Background: an optimization exercise with open tools, aiming at small area, a short achievable clock period and few clock cycles per item. Do not read the settings as production practice.
Function was checked by simulation only, so behaviour that the tests miss may differ from the original.
Power figures rest on the tool's default switching activity, not on a simulated workload.

==> try-sierra: inputs <==
==> flow/design.v (excerpt) <==
module variable_partition_allocator (
    input  wire logic                            clk,
    input  wire logic                            rst_n,
    input  wire logic                            cfg_wen,
    input  wire logic [vpa_pkg::CFG_IDX_W-1:0]   cfg_index,
    input  wire logic [vpa_pkg::PART_W-1:0]      cfg_data,
    input  wire logic                            req_valid,
    output logic                                 req_ready,
    input  wire vpa_pkg::req_t                   req_data,
    output logic                                 rsp_valid,
    input  wire logic                            rsp_ready,
    output vpa_pkg::rsp_t                        rsp_data
);
export LEC_CHECK = 0
export ABC_AREA = 1
export CAP_MARGIN = 20
export CORE_MARGIN = 2
export CORE_UTILIZATION = 30
export PLACE_DENSITY = 0.4
export SETUP_SLACK_MARGIN = 1.0
export SLEW_MARGIN = 20
create_clock -name core_clock -period 8.0 [get_ports {clk}]
run.sh (not shown) runs the stock make flow with config.mk's settings and CLKGATE_MAP_FILE= SYNTH_SCRIPT=/design/flow/synth_recipe.tcl, a recipe that flattens the netlist after the stock synthesis.
==> inputs of try-raven, as changes to try-sierra <==
- ABC_AREA: 1 -> not set
- CORE_UTILIZATION: 30 -> 35
- MIN_ROUTING_LAYER: not set -> met2
- PLACE_DENSITY: 0.4 -> 0.45
- SETUP_SLACK_MARGIN: 1.0 -> not set
==> inputs of try-delta, as changes to try-sierra <==
- ABC_AREA: 1 -> not set
- SETUP_SLACK_MARGIN: 1.0 -> 0.3
==> inputs of try-pepper, as changes to try-sierra <==
- SETUP_SLACK_MARGIN: 1.0 -> 1.5
==> run summary <==
- In try-pepper the count of clock-buffer cells in the layout is higher than in try-delta, by 6.
- try-raven aborted during 5_1_grt. try-sierra completed without violations. try-delta ran to the end with no violations. try-pepper completed with no timing, DRC or antenna violations.
- Against try-sierra, the clock skew of try-pepper is higher by 0.0022 ns.
- Between try-pepper and try-sierra, the lower cell area is in try-sierra (gap about 2.2%, measured against try-sierra).
- In clock power, try-pepper and try-sierra hardly differ.
- In sequential power, try-sierra and try-pepper hardly differ.
- Of try-pepper and try-delta, try-pepper has the higher setup slack (gap 1.1 ns).
- Total power: try-delta < try-sierra < try-pepper.
- Combinational power, highest first: try-pepper, try-sierra, try-delta.
- Between try-sierra and try-delta, the lower register-to-register slack is in try-delta (gap 0.84 ns).
Testbench counts of try-sierra, summed over its fixed seeds: cycles 6,344, items 3,200.
Testbench counts of try-raven, summed over its fixed seeds: cycles 6,344, items 3,200.
Testbench counts of try-delta, summed over its fixed seeds: cycles 6,344, items 3,200.
Testbench counts of try-pepper, summed over its fixed seeds: cycles 6,344, items 3,200.


==> inputs of v24 <==
Starting RTL as in the previous note.
==> flow/config.mk <==
export PLATFORM = sky130hd
export DESIGN_NAME = variable_partition_allocator
export DESIGN_NICKNAME = variable_partition_allocator
export VERILOG_FILES = /design/flow/design.v
export SDC_FILE = /design/flow/constraint.sdc
export NUM_CORES = 4
export LEC_CHECK = 0
export ABC_AREA = 1
export CAP_MARGIN = 20
export CORE_MARGIN = 2
export CORE_UTILIZATION = 30
export PLACE_DENSITY = 0.4
export SETUP_SLACK_MARGIN = 2.0
export SLEW_MARGIN = 20
==> flow/constraint.sdc <==
create_clock -name core_clock -period 8.0 [get_ports {clk}]
set_input_delay 1.6000 -clock core_clock [delete_from_list [all_inputs] [get_ports {clk}]]
set_output_delay 1.6000 -clock core_clock [all_outputs]
set_load 0.01 [all_outputs]
==> v29: changes against v24 <==
SETUP_SLACK_MARGIN = 0.3   (was 2.0)
==> v28: changes against v24 <==
SETUP_SLACK_MARGIN = 0.6   (was 2.0)
TNS_END_PERCENT = 100   (was not set)
==> notes <==
The highest clock skew belongs to v24, the lowest to v28. Against v28, the final cell count of v24 is larger by 2.2%. Of v28 and v29, v28 has the higher non-clock buffer count (gap 15). In synthesized cell count, v24 and v28 do not differ. The lowest first-iteration DRC count belongs to v28, the highest to v24. The lowest setup slack belongs to v29, the highest to v24. Against v28, the clock power of v24 is higher by about 2%. Against v24, the combinational power of v29 is smaller by about 14%. v24 finished with max-capacitance violations, max-slew violations left. v29 completed with no timing, DRC or antenna violations. v28 finished with timing, DRC and antenna clean. Against v28, the sequential power of v24 is larger by about 1%.
==> figures <==
	v24	v29	v28
Met3 wire length	48.5 mm	41.1 mm	41.9 mm
Total via count after detailed routing	86,368	83,037	82,807
Proportion of power drawn by combinational gates	0.694	0.664	0.665
Worst setup skew after layout	61.4 ps	40.4 ps	38.9 ps
Fraction of layout cells with a size suffix above 1	0.195	0.0964	0.0999
Maximum achievable frequency	0.149 GHz	0.134 GHz	0.137 GHz
Buffers & Inverters on Critical Path	12	6	8
CP dominant cell by count	sky130_fd_sc_hd__buf_6	sky130_fd_sc_hd__nand2_1	sky130_fd_sc_hd__buf_4
Min Tclk post-route	6690 ps	7480 ps	7310 ps
Critical path's largest stage delay	530 ps	470 ps	690 ps
Half-perimeter wire length after detailed placement	373 mm	372 mm	372 mm
Internal Power	12.9 mW	11.4 mW	11.4 mW
Data arrival time of the critical path	7220 ps	7970 ps	7770 ps
Minimum setup slack in the final design	1310 ps	521 ps	686 ps
Run status	finished with violations	complete, no violations	complete, no violations
Layout check failures	max-capacitance violations, max-slew violations	-	-
Clock latency on the worst-skew pair	820 ps	790 ps	780 ps
Setup crit start	q_arg[14]	q_arg[9]	q_arg[14]
DRT met1 WL	196 mm	190 mm	189 mm
Global routing usage on met1	0.525	0.504	0.505
Stages on worst setup path	42	36	29
Testbench counts of v24, summed over its fixed seeds: cycles 6,344, items 3,200.
Testbench counts of v29, summed over its fixed seeds: cycles 6,344, items 3,200.
Testbench counts of v28, summed over its fixed seeds: cycles 6,344, items 3,200.

separate check: timing with driven ports:
Ports are ideal in the flow. The routed layouts listed here were re-timed in OpenROAD. Step 1, drivers: a clkbuf_16 drives clk and a buf_2 each remaining input, both assumed. Step 2 adds t to the input delays and takes it off the output delays; t is the mean of the earliest and latest rising clock arrival at the registers after step 1. Input paths then give back, and output paths get back, about the clock's delay inside the block. Three values: ideal ports, drivers, drivers and shift; two values: the first two.
run	t, ns	setup WS [ns]	pins driven straight from the clock port
try-sierra	0.861	1.146 / 1.146 / 1.146	1
try-delta	0.877	0.307 / 0.307 / 0.307	1
try-pepper	0.861	1.376 / 1.376 / 1.376	1
v24	0.884	1.307 / 1.307 / 1.307	1
v29	0.857	0.521 / 0.521 / 0.521	1
v28	0.857	0.686 / 0.686 / 0.686	1
